What follows belongs to an exercise in optimizing a design on an open flow for small area, a short achievable clock period and few clock cycles per item; a production flow would make more cautious choices.
Function was not checked in any run shown here: the RTL went through the layout flow alone.

## flow/design.v (module list and top-level ports; edited modules follow where they fit)
// module cmult_conj: 3855 lines
// module ifft_butterfly_stage: 106 lines
module ifft_butterfly_stage #(
   parameter int DW = 16,
   parameter int TW = 16,
   parameter int OW = 18
) (
   input  logic                 clk,
   input  logic                 rst,
   input  logic                 in_valid,
   output logic                 in_ready,
   input  logic signed [DW-1:0] in1_real,
   input  logic signed [DW-1:0] in1_imag,
   input  logic signed [DW-1:0] in2_real,
   input  logic signed [DW-1:0] in2_imag,
   input  logic signed [TW-1:0] twiddle_real,
   input  logic signed [TW-1:0] twiddle_imag,
   output logic                 out_valid,
   input  logic                 out_ready,
   output logic signed [OW-1:0] out1_real,
   output logic signed [OW-1:0] out1_imag,
   output logic signed [OW-1:0] out2_real,
   output logic signed [OW-1:0] out2_imag,
   output logic                 sat
);
  // ...
==> flow/run.sh <==
#!/bin/bash
# synth_recipe.tcl (not shown) runs the flow's synth.tcl, then flattens the netlist and writes it again
# the make line also repeats each setting of config.mk as NAME=value (left out here)
make -C /OpenROAD-flow-scripts/flow DESIGN_CONFIG=/design/flow/config.mk WORK_HOME=/design/flow/orfs CLKGATE_MAP_FILE= SYNTH_SCRIPT=/design/flow/synth_recipe.tcl finish
==> flow/config.mk <==
export PLATFORM = sky130hd
export DESIGN_NAME = ifft_butterfly_stage
export DESIGN_NICKNAME = ifft_butterfly_stage
export VERILOG_FILES = /design/flow/design.v
export SDC_FILE = /design/flow/constraint.sdc
export NUM_CORES = 4
export LEC_CHECK = 0
export CAP_MARGIN = 20
export CORE_MARGIN = 2
export CORE_UTILIZATION = 40
export SLEW_MARGIN = 20
==> flow/constraint.sdc <==
create_clock -name core_clock -period 7.5 [get_ports {clk}]
set_input_delay 1.5000 -clock core_clock [delete_from_list [all_inputs] [get_ports {clk}]]
set_output_delay 1.5000 -clock core_clock [all_outputs]
set_load 0.01 [all_outputs]
==> impl_metrics.csv, run 1 <==
group,metric,value,unit
setup_path,max_stage_delay,0.85,ns
clocking,clock_sinks,469,
detailed_routing,wl_met1,49.0,mm
floorplan,die_area,0.106,mm^2
timing,slew_headroom,24.2,%
layout,inv_count,396,
layout,bufAreaShareNonClock,5.37,%
layout,fin_area,0.0464,mm^2
setup_path,path_delay_family,"compound AO/OA/AOI/OAI gates",
synth,seq_area_frac_synth,33.9,%
clocking,post_cts_buffers,0,
floorplan,io_pins,175,
layout,layout_common_cells,"a22oi_1, fa_1, edfxtp_1",
placement,pre_cts_slack,2.53,ns
timing,tightestPinTransition,1.14,ns
synth,netlist_top_cells_count,"a22oi_1, fa_1, edfxtp_1",
setup_path,cp_max_fo,16,
grt,grt_pass1_vias,29932,
setup_path,timing.rr.start,"uMult.re_q12_1",
setup_path,cp_common_cell,"fa_1",
outcome,outcome,"no timing/DRC/antenna violations",
layout,nFillCells,9448,
floorplan,row_count,118,
layout,ff_latch_area,0.0141,mm^2
setup_path,reg2reg_slack,2.49,ns
==> run 2: changes to the inputs <==
--- a/flow/config.mk
+++ b/flow/config.mk
@@ -5,7 +5,9 @@
 export SDC_FILE = /design/flow/constraint.sdc
 export NUM_CORES = 4
 export LEC_CHECK = 0
+export ABC_CLOCK_PERIOD_IN_PS = 2800
 export CAP_MARGIN = 20
 export CORE_MARGIN = 2
-export CORE_UTILIZATION = 40
+export CORE_UTILIZATION = 50
+export SETUP_SLACK_MARGIN = 4.5
 export SLEW_MARGIN = 20
==> impl_metrics.csv, run 2 <==
group,metric,value,unit
outcome,outcome,"no timing/DRC/antenna violations",
floorplan,die_h,292,um
detailed_routing,antenna_left,0,
flow_run,drv_cap,0,
floorplan,start_util,50.5,%
setup_path,timing.rr.start,"uMult.re_q12_0",
clocking,worstSkewPairLatency,0.64,ns
floorplan,row_count,105,
setup_path,setup.worst_path.class,"register to register",
layout,nets,4680,
synth,synth.largest_area_cell,"edfxtp_1",
detailed_routing,wl_met2,65.3,mm
layout,reg.largest.list,"o2i_q (18), o2r_q (18)",
synth,syn-instance-count,3578,
setup_path,reg2reg_slack,3.40,ns
clocking,cts-buffers-inserted,53,
placement,io_buffers,174,
layout,syn_to_final_growth,29.8,%
placement,place_area,0.0448,mm^2
detailed_routing,vias_per_cell,6.34,
clocking,htree_levels,2,
timing,max_freq,0.244,GHz
setup_path,r2r-end,"o2r_q[3]",
setup_path,required,7.88,ns
grt,grtUsageTotal,34.8,%
timing,fin_skew,0.0217,ns
timing,finalHoldViolCount,0,
layout,nFillCells,5983,
setup_path,max_stage_delay,0.57,ns
grt,grt_pass1_vias,33786,
detailed_routing,drc_errors,0,
synth,synth_cell_type_count,71,
hold_path,hold_path.class,"register to register",
timing,finalMaxSlewViolations,0,
detailed_routing,drt_iter0_drc,3561,
floorplan,die_area,0.0852,mm^2
detailed_routing,wl_met1,53.4,mm
layout,layout_common_cells,"edfxtp_1, xnor2_1, a22oi_1",
clocking,clock_path_buffers,3,
synth,netlist_area,0.0415,mm^2
detailed_routing,route.met3.wl,20.0,mm
setup_path,cp_slowest_cell,"fa_1",
timing,min_period_over_period,54.7,%
timing,slew_headroom,42.3,%
synth,syn_area_per_cell,11.6,um^2
grt,grt_max_degree,81,
timing,fin_tns_setup,0,ns
floorplan,core_area,0.0821,mm^2
grt,grt_overflow,0,
detailed_routing,first_pass_iters,7,
setup_path,cp_max_fo,5,
synth,async_flop_share,0.853,%
setup_path,worstSetupEndpoint,"o2r_q[3]",
synth,synth_top_area_share,33.7,%
setup_path,worstSetupStartpointType,"register",
synth,netlist_top_cells_count,"a22oi_1, fa_1, edfxtp_1",
setup_path,crit_path_end_kind,"register",
grt,grt_pass1_wl,219,mm
synth,syn_nets,4334,
layout,instances_no_fill,5039,
synth,ys_top_cells_by_area,"edfxtp_1, fa_1, a22oi_1, xnor2_1, ha_1",
clocking,clk_pin_slew,0.06,ns
layout,layout_commonest_cell,"edfxtp_1",
synth,seq_area_frac_synth,33.9,%
placement,place.gp.congestion,0.872,
timing,tightestPinTransition,0.865,ns
synth,yosysWarnings,2,
placement,dp_hpwl,76.2,mm
layout,final_layout_size_suffix_gt1_share,28.8,%
detailed_routing,highest_layer,"met5",
detailed_routing,routedWlPerCell,29.6,um
timing,setup_violations,0,
synth,ys_ff_latch,469,
grt,antenna_found_initial,5,
clocking,clock_sinks,469,
synth,synth-edff-count,465,
setup_path,cp_common_cell,"fa_1",
floorplan,io_pins,175,
timing,rsz0062_at_grt,"yes",
layout,fin_area,0.0538,mm^2
floorplan,die_x,292,um
timing,finalCriticalPeriod,4.10,ns
detailed_routing,routed_wl,149,mm
setup_path,startpoint,"uMult.re_q12_0",
setup_path,arrival,4.48,ns
placement,dp_cells,4601,
layout,fin_util,65.5,%
clocking,cts_tree,"built",
detailed_routing,vias,31932,
synth,synth_flop_cell,"edfxtp_1",
layout,multi_input_area,0.0277,mm^2
clocking,cts_root_buffer,"clkbuf_16",
layout,ff_latch_area,0.0141,mm^2
synth,synth.most_common_cell,"a22oi_1",
setup_path,worstPathCellList,"fa_1 > fa_1 > ha_4 > a211oi_2 > o21ai_2 > a41oi_2 > a31oi_4 > a311oi_4 > o21ai_4 > a21oi_4 > mux2i_4 > buf_12 > clkbuf_16 > a21oi_2",
setup_path,ff2ff_path_depth,14,
run 2: cell counts after synthesis:
Identical to the previous run, type by type.
run 2: how the worst min path moves through the flow:
stage / slack [ns] / depth (start not counted) / end / startpoint
floorplan: 0.40 / 0 / si2_q[10] / si1_q[10]
global placement: 0.40 / 0 / si3_q[13] / si2_q[13]
detailed placement: 0.41 / 0 / sr3_q[11] / sr2_q[11]
CTS: 0.42 / 0 / si3_q[6] / si2_q[6]
global route: 0.42 / 0 / sr2_q[6] / sr1_q[6]
finish: 0.42 / 0 / sr2_q[3] / sr1_q[3]
run 2: cell type report:
cell class              instances  share of cell area, %
multi-input cells            2407                   51.4
flip-flops and latches        469                   26.1
repair buffers                597                   13.8
inverters                     396                   2.91
clock buffers                  68                   2.57
well taps                    1070                   2.49
clock inverters                28                  0.681
diodes                          4                 0.0186
run 2: stage by stage:
stage / hold slack [ns] / setup WS [ns]
2_1_floorplan: 0.400 / 1.27
3_3_place_gp: 0.403 / 2.84
3_5_place_dp: 0.405 / 2.78
4_1_cts: 0.418 / 3.40
5_1_grt: 0.424 / 3.25
6_report: 0.416 / 3.40
run 2: logic make-up (layout without fill, tap and decap cells):
family,count (synthesis),in the layout,share of synthesized area [%]
compound gates,804,804,13.6
xor+xnor,674,674,14.2
fa+ha+maj,658,658,28.3
buf+inv,703,1089,6.39
flops,469,469,33.9
mux,14,14,0.362
other cells,0,4,0
simple gates,256,257,3.11
run 2: worst max-delay path: cells and delay by family, from the launching register on:
family | cells | cell delay, ns
adder cells (fa/ha/maj) | 3 | 1.26
buffers and inverters | 2 | 0.29
flip-flops | 1 | 0.39
multiplexers | 1 | 0.31
AO/OA/AOI/OAI | 8 | 1.59
run 2: layer usage:
layer  track usage, %  vias to the layer above
li1                 -                    13002
met1             43.3                    15934
met2             52.8                     2290
met3             12.2                      702
met4             19.6                        4
met5                0                        -
run 2: timing repair:
| item | CTS | global route |
|---|---|---|
| hold buffers | 0 | 0 |
| gates resized for setup | 840 | 195 |
| pin swaps | 343 | 222 |
| gates cloned | 48 | 4 |
| endpoints found under the setup margin | 607 | 216 |
| buffers inserted | 220 | 66 |
==> module ifft_butterfly_stage, before the edit <==
module ifft_butterfly_stage #(
   parameter int DW = 16,
   parameter int TW = 16,
   parameter int OW = 18
) (
   input  logic                 clk,
   input  logic                 rst,
   input  logic                 in_valid,
   output logic                 in_ready,
   input  logic signed [DW-1:0] in1_real,
   input  logic signed [DW-1:0] in1_imag,
   input  logic signed [DW-1:0] in2_real,
   input  logic signed [DW-1:0] in2_imag,
   input  logic signed [TW-1:0] twiddle_real,
   input  logic signed [TW-1:0] twiddle_imag,
   output logic                 out_valid,
   input  logic                 out_ready,
   output logic signed [OW-1:0] out1_real,
   output logic signed [OW-1:0] out1_imag,
   output logic signed [OW-1:0] out2_real,
   output logic signed [OW-1:0] out2_imag,
   output logic                 sat
);
   logic        adv, clip;
   logic        v1_q, v2_q, v3_q, sat_q;
   logic [16:0] sr1_q, si1_q, sr2_q, si2_q, sr3_q, si3_q;
   logic [16:0] dr1_q, di1_q;
   logic [7:0]  one_r, two_r, neg_r, one_i, two_i, neg_i;
   logic [7:0]  oner_q, twor_q, negr_q, onei_q, twoi_q, negi_q;
   logic [17:0] re_d, im_d, o2r_q, o2i_q;
   assign adv      = !v3_q || out_ready;
   assign in_ready = adv;
   always_comb begin
      for (int j = 0; j < 8; j++) begin
         logic rb2, rb1, rb0, ib2, ib1, ib0;
         rb2 = twiddle_real[2*j+1];
         rb1 = twiddle_real[2*j];
         rb0 = (j == 0) ? 1'b0 : twiddle_real[2*j-1];
         ib2 = twiddle_imag[2*j+1];
         ib1 = twiddle_imag[2*j];
         ib0 = (j == 0) ? 1'b0 : twiddle_imag[2*j-1];
         one_r[j] = rb1 ^ rb0;
         two_r[j] = (rb2 & ~rb1 & ~rb0) | (~rb2 & rb1 & rb0);
         neg_r[j] = rb2;
         one_i[j] = ib1 ^ ib0;
         two_i[j] = (ib2 & ~ib1 & ~ib0) | (~ib2 & ib1 & ib0);
         neg_i[j] = ib2;
      end
   end
   always_ff @(posedge clk or posedge rst) begin
      if (rst) begin
         v1_q  <= 1'b0;
         v2_q  <= 1'b0;
         v3_q  <= 1'b0;
         sat_q <= 1'b0;
      end else begin
         sat_q <= sat_q | (adv & v2_q & clip);
         if (adv) begin
            v1_q <= in_valid;
            v2_q <= v1_q;
            v3_q <= v2_q;
         end
      end
   end
   always_ff @(posedge clk) begin
      if (adv) begin
         sr1_q  <= {in1_real[15], in1_real} + {in2_real[15], in2_real};
         si1_q  <= {in1_imag[15], in1_imag} + {in2_imag[15], in2_imag};
         dr1_q  <= {in1_real[15], in1_real} - {in2_real[15], in2_real};
         di1_q  <= {in1_imag[15], in1_imag} - {in2_imag[15], in2_imag};
         oner_q <= one_r;
         twor_q <= two_r;
         negr_q <= neg_r;
         onei_q <= one_i;
         twoi_q <= two_i;
         negi_q <= neg_i;
         sr2_q  <= sr1_q;
         si2_q  <= si1_q;
         sr3_q  <= sr2_q;
         si3_q  <= si2_q;
         o2r_q  <= re_d;
         o2i_q  <= im_d;
      end
   end
   cmult_conj uMult (
      .clk    (clk),
      .adv_i  (adv),
      .dr     (dr1_q),
      .di     (di1_q),
      .one_r  (oner_q),
      .two_r  (twor_q),
      .neg_r  (negr_q),
      .one_i  (onei_q),
      .two_i  (twoi_q),
      .neg_i  (negi_q),
      .re_o   (re_d),
      .im_o   (im_d),
      .clip_o (clip)
   );
   assign out_valid = v3_q;
   assign out1_real = {sr3_q[16], sr3_q};
   assign out1_imag = {si3_q[16], si3_q};
   assign out2_real = o2r_q;
   assign out2_imag = o2i_q;
   assign sat       = sat_q;
endmodule
==> run 3: changes to the inputs <==
--- a/flow/design.v
+++ b/flow/design.v
@@ -3887,15 +3887,20 @@
    output logic signed [OW-1:0] out2_imag,
    output logic                 sat
 );
-   logic        adv, clip;
-   logic        v1_q, v2_q, v3_q, sat_q;
+   logic        adv, clip, ld3, fire3;
+   logic        v1_q, v2_q, v3_q, vs_q, sat_q;
+   logic        clips_q;
+   logic [16:0] srs_q, sis_q;
+   logic [17:0] o2rs_q, o2is_q;
    logic [16:0] sr1_q, si1_q, sr2_q, si2_q, sr3_q, si3_q;
    logic [16:0] dr1_q, di1_q;
    logic [7:0]  one_r, two_r, neg_r, one_i, two_i, neg_i;
    logic [7:0]  oner_q, twor_q, negr_q, onei_q, twoi_q, negi_q;
    logic [17:0] re_d, im_d, o2r_q, o2i_q;
-   assign adv      = !v3_q || out_ready;
+   assign adv      = !vs_q;
    assign in_ready = adv;
+   assign fire3    = v3_q && out_ready;
+   assign ld3      = !v3_q || out_ready;
    always_comb begin
       for (int j = 0; j < 8; j++) begin
          logic rb2, rb1, rb0, ib2, ib1, ib0;
@@ -3918,13 +3923,21 @@
          v1_q  <= 1'b0;
          v2_q  <= 1'b0;
          v3_q  <= 1'b0;
+         vs_q  <= 1'b0;
          sat_q <= 1'b0;
       end else begin
-         sat_q <= sat_q | (adv & v2_q & clip);
          if (adv) begin
             v1_q <= in_valid;
             v2_q <= v1_q;
-            v3_q <= v2_q;
+         end
+         if (ld3) begin
+            v3_q  <= vs_q | v2_q;
+            sat_q <= sat_q | (vs_q ? clips_q : (v2_q & clip));
+         end
+         if (vs_q) begin
+            if (ld3) vs_q <= 1'b0;
+         end else if (!ld3) begin
+            vs_q <= v2_q;
          end
       end
    end
@@ -3942,10 +3955,19 @@
          negi_q <= neg_i;
          sr2_q  <= sr1_q;
          si2_q  <= si1_q;
-         sr3_q  <= sr2_q;
-         si3_q  <= si2_q;
-         o2r_q  <= re_d;
-         o2i_q  <= im_d;
+      end
+      if (!vs_q && !ld3) begin
+         srs_q   <= sr2_q;
+         sis_q   <= si2_q;
+         o2rs_q  <= re_d;
+         o2is_q  <= im_d;
+         clips_q <= clip;
+      end
+      if (ld3) begin
+         sr3_q <= vs_q ? srs_q  : sr2_q;
+         si3_q <= vs_q ? sis_q  : si2_q;
+         o2r_q <= vs_q ? o2rs_q : re_d;
+         o2i_q <= vs_q ? o2is_q : im_d;
       end
    end
    cmult_conj uMult (
==> flow/config.mk (replaced) <==
export PLATFORM = sky130hd
export DESIGN_NAME = ifft_butterfly_stage
export DESIGN_NICKNAME = ifft_butterfly_stage
export VERILOG_FILES = /design/flow/design.v
export SDC_FILE = /design/flow/constraint.sdc
export NUM_CORES = 4
export LEC_CHECK = 0
export ABC_CLOCK_PERIOD_IN_PS = 3000
export CAP_MARGIN = 20
export CORE_MARGIN = 2
export CORE_UTILIZATION = 55
export SETUP_SLACK_MARGIN = 4.3
export SLEW_MARGIN = 20
export TNS_END_PERCENT = 30
==> impl_metrics.csv, run 3 <==
group,metric,value,unit
outcome,outcome,"no timing/DRC/antenna violations",
synth,yosysWarnings,2,
timing,setup_violations,0,
layout,syn_to_final_growth,23.1,%
timing,tightestPinTransition,1.07,ns
timing,hold_ws,0.416,ns
setup_path,setup.worst_path.class,"register to register",
timing,finalHoldViolCount,0,
timing,setup_ws,3.11,ns
synth,syn-instance-count,3765,
setup_path,arrival,4.92,ns
synth,synth_flop_cell,"edfxtp_1",
setup_path,required,8.03,ns
setup_path,cp_max_fo,8,
clocking,cts_root_buffer,"clkbuf_16",
synth,syn_nets,4521,
hold_path,hold_path.class,"register to register",
timing,fin_tns_setup,0,ns
layout,final_layout_size_suffix_gt1_share,21.4,%
clocking,clock_sinks,541,
grt,grt_pass1_vias,34965,
synth,synth.most_common_cell,"edfxtp_1",
floorplan,die_area,0.0833,mm^2
synth,synth.largest_area_cell,"edfxtp_1",
floorplan,die_h,289,um
placement,dp_hpwl,82.5,mm
flow_run,drv_cap,0,
setup_path,worstSetupStartpointType,"register",
synth,async_flop_share,0.924,%
layout,nFillCells,5820,
grt,antenna_found_initial,3,
detailed_routing,routed_wl,144,mm
floorplan,die_x,289,um
detailed_routing,drt_iter0_drc,3554,
layout,layout_common_cells,"edfxtp_1, a22oi_1, xnor2_1",
grt,grt_use_met2,54.4,%
synth,seq_area_frac_synth,36.4,%
grt,top_usage_layer,"met2",
placement,io_buffers,174,
detailed_routing,first_pass_iters,6,
detailed_routing,drc_errors,0,
setup_path,reg2reg_slack,3.11,ns
floorplan,io_pins,175,
clocking,clock_path_buffers,3,
clocking,cts-buffers-inserted,60,
grt,grtUsageTotal,34.7,%
synth,syn_area_per_cell,11.8,um^2
timing,min_period_over_period,58.5,%
floorplan,core_area,0.0804,mm^2
setup_path,crit_path_end_kind,"register",
layout,layout_commonest_cell,"edfxtp_1",
placement,place.gp.congestion,0.854,
timing,slew_headroom,28.8,%
synth,ys_ff_latch,541,
timing,fin_skew,0.0415,ns
synth,netlist_top_cells_count,"edfxtp_1, a22oi_1, fa_1",
detailed_routing,vias,32564,
layout,nets,4771,
synth,synth_cell_type_count,70,
clocking,clk_pin_slew,0.06,ns
grt,use_met3,8.94,%
grt,grt_max_degree,86,
timing,finalCriticalPeriod,4.39,ns
placement,pre_cts_slack,2.49,ns
clocking,htree_levels,2,
clocking,cts_tree,"built",
grt,grt_overflow,0,
clocking,worstSkewPairLatency,0.67,ns
detailed_routing,routedWlPerCell,28.1,um
clocking,postCtsHoldBufs,0,
detailed_routing,vias_per_cell,6.35,
timing,rsz0062_at_grt,"yes",
grt,grt_pass1_wl,215,mm
synth,netlist_area,0.0445,mm^2
floorplan,start_util,55.4,%
grt,met1_usage,44.7,%
synth,ys_top_cells_by_area,"edfxtp_1, fa_1, a22oi_1, xnor2_1, ha_1",
detailed_routing,antenna_left,0,
synth,synth-edff-count,536,
timing,max_freq,0.228,GHz
timing,finalMaxSlewViolations,0,
floorplan,row_count,104,
synth,synth_top_area_share,36.1,%
-- run 3: critical path, stage by stage, from the launching register on --
cell       delay, ns
edfxtp_1        0.40
fa_1            0.58
fa_1            0.46
ha_4            0.25
a21o_4          0.24
a21o_1          0.19
a2111oi_4       0.36
o31ai_2         0.15
a2111o_1        0.43
a31oi_4         0.21
o21ai_4         0.10
mux2_4          0.41
buf_12          0.15
o31ai_4         0.18
mux2_4          0.18
-- run 3: cell families after synthesis --
| kind of cell | Yosys count | share of synthesized area [%] |
|---|---|---|
| adders and majority gates | 658 | 26.4 |
| and+or+nand+nor | 285 | 3.10 |
| AOI/OAI and AO/OA | 817 | 12.9 |
| DFF | 541 | 36.4 |
| muxes | 76 | 1.91 |
| buffers and inverters | 719 | 6.12 |
| xor gates and xnor gates | 669 | 13.2 |
-- run 3: final cells by class --
class                      instances  area [um^2]  share of cell area [%]
tap                             1060         1330                    2.42
sequential                       541        16200                    29.6
clock inverter                    49          508                   0.927
timing repair buffer             503         6030                    11.0
inverter                         401         1590                    2.91
clock buffer                      64         1520                    2.77
antenna                            1         2.50                 0.00456
multi-input combinational       2508        27600                    50.4
-- run 3: worst paths after layout --
path	startpoint	cells after the start	end
worst max-delay path	uMult.im_q15_0	14	o2i_q[2]
worst min-delay path	sr1_q[1]	0	sr2_q[1]
worst max register to register	uMult.im_q15_0	14	o2i_q[2]
worst min register to register	sr1_q[1]	0	sr2_q[1]
max in group asynchronous	rst	2	vs_q
min in group asynchronous	rst	2	v1_q
-- run 3: timing repair --
item / in CTS / in global routing
resized for setup: 630 / 165
setup buffers: 158 / 43
endpoints found under the setup margin: 392 / 350
pin swaps: 239 / 101
cloned: 35 / 0
-- run 3: metal layers --
layer	up-vias	share of wire (%)	routed length [um]
li1	13511	-	-
met1	16497	37	53900
met2	2035	46	66100
met3	517	11	15700
met4	4	5.8	8300
met5	-	0.020	29
-- run 3: per-stage QoR --
stage / utilization [%] / cell area (um^2) / instances
global placement: 58.7 / 47200 / 4776
detailed placement: 58.7 / 47200 / 4776
finish: 68.2 / 54800 / 5127
global route: 68.2 / 54800 / 5126
floorplan: - / 44700 / 3765
CTS: 66.8 / 53700 / 5082

-- separate check: timing with driven ports --
Ports are ideal in the flow. The routed layouts listed here were re-timed in OpenROAD. Step 1 sets driving cells, clkbuf_16 on the clock port and buf_2 on the other inputs (assumed; they add their load-dependent delay and slew). Step 2 moves the port delays by t, midway between the first and last clock arrival at a register: inputs arrive t later, outputs are due t later. That takes back most of the time a late clock gives input paths. a / b / c = no drivers / after step 1 / after step 2; a / b = the first two.
run	t, ns	setup slack, ns	worst data-port slew with drivers (ns)
run 1	0.694	2.493 / 2.493 / 2.493	0.07
run 2	0.698	3.397 / 3.397 / 3.381	0.06
run 3	0.722	3.110 / 3.110 / 3.110	0.08
After both steps every run listed still meets setup and hold. For run 2, which loses most, drivers alone change the setup slack by 0.000 ns; drivers and shift together by -0.016 ns.
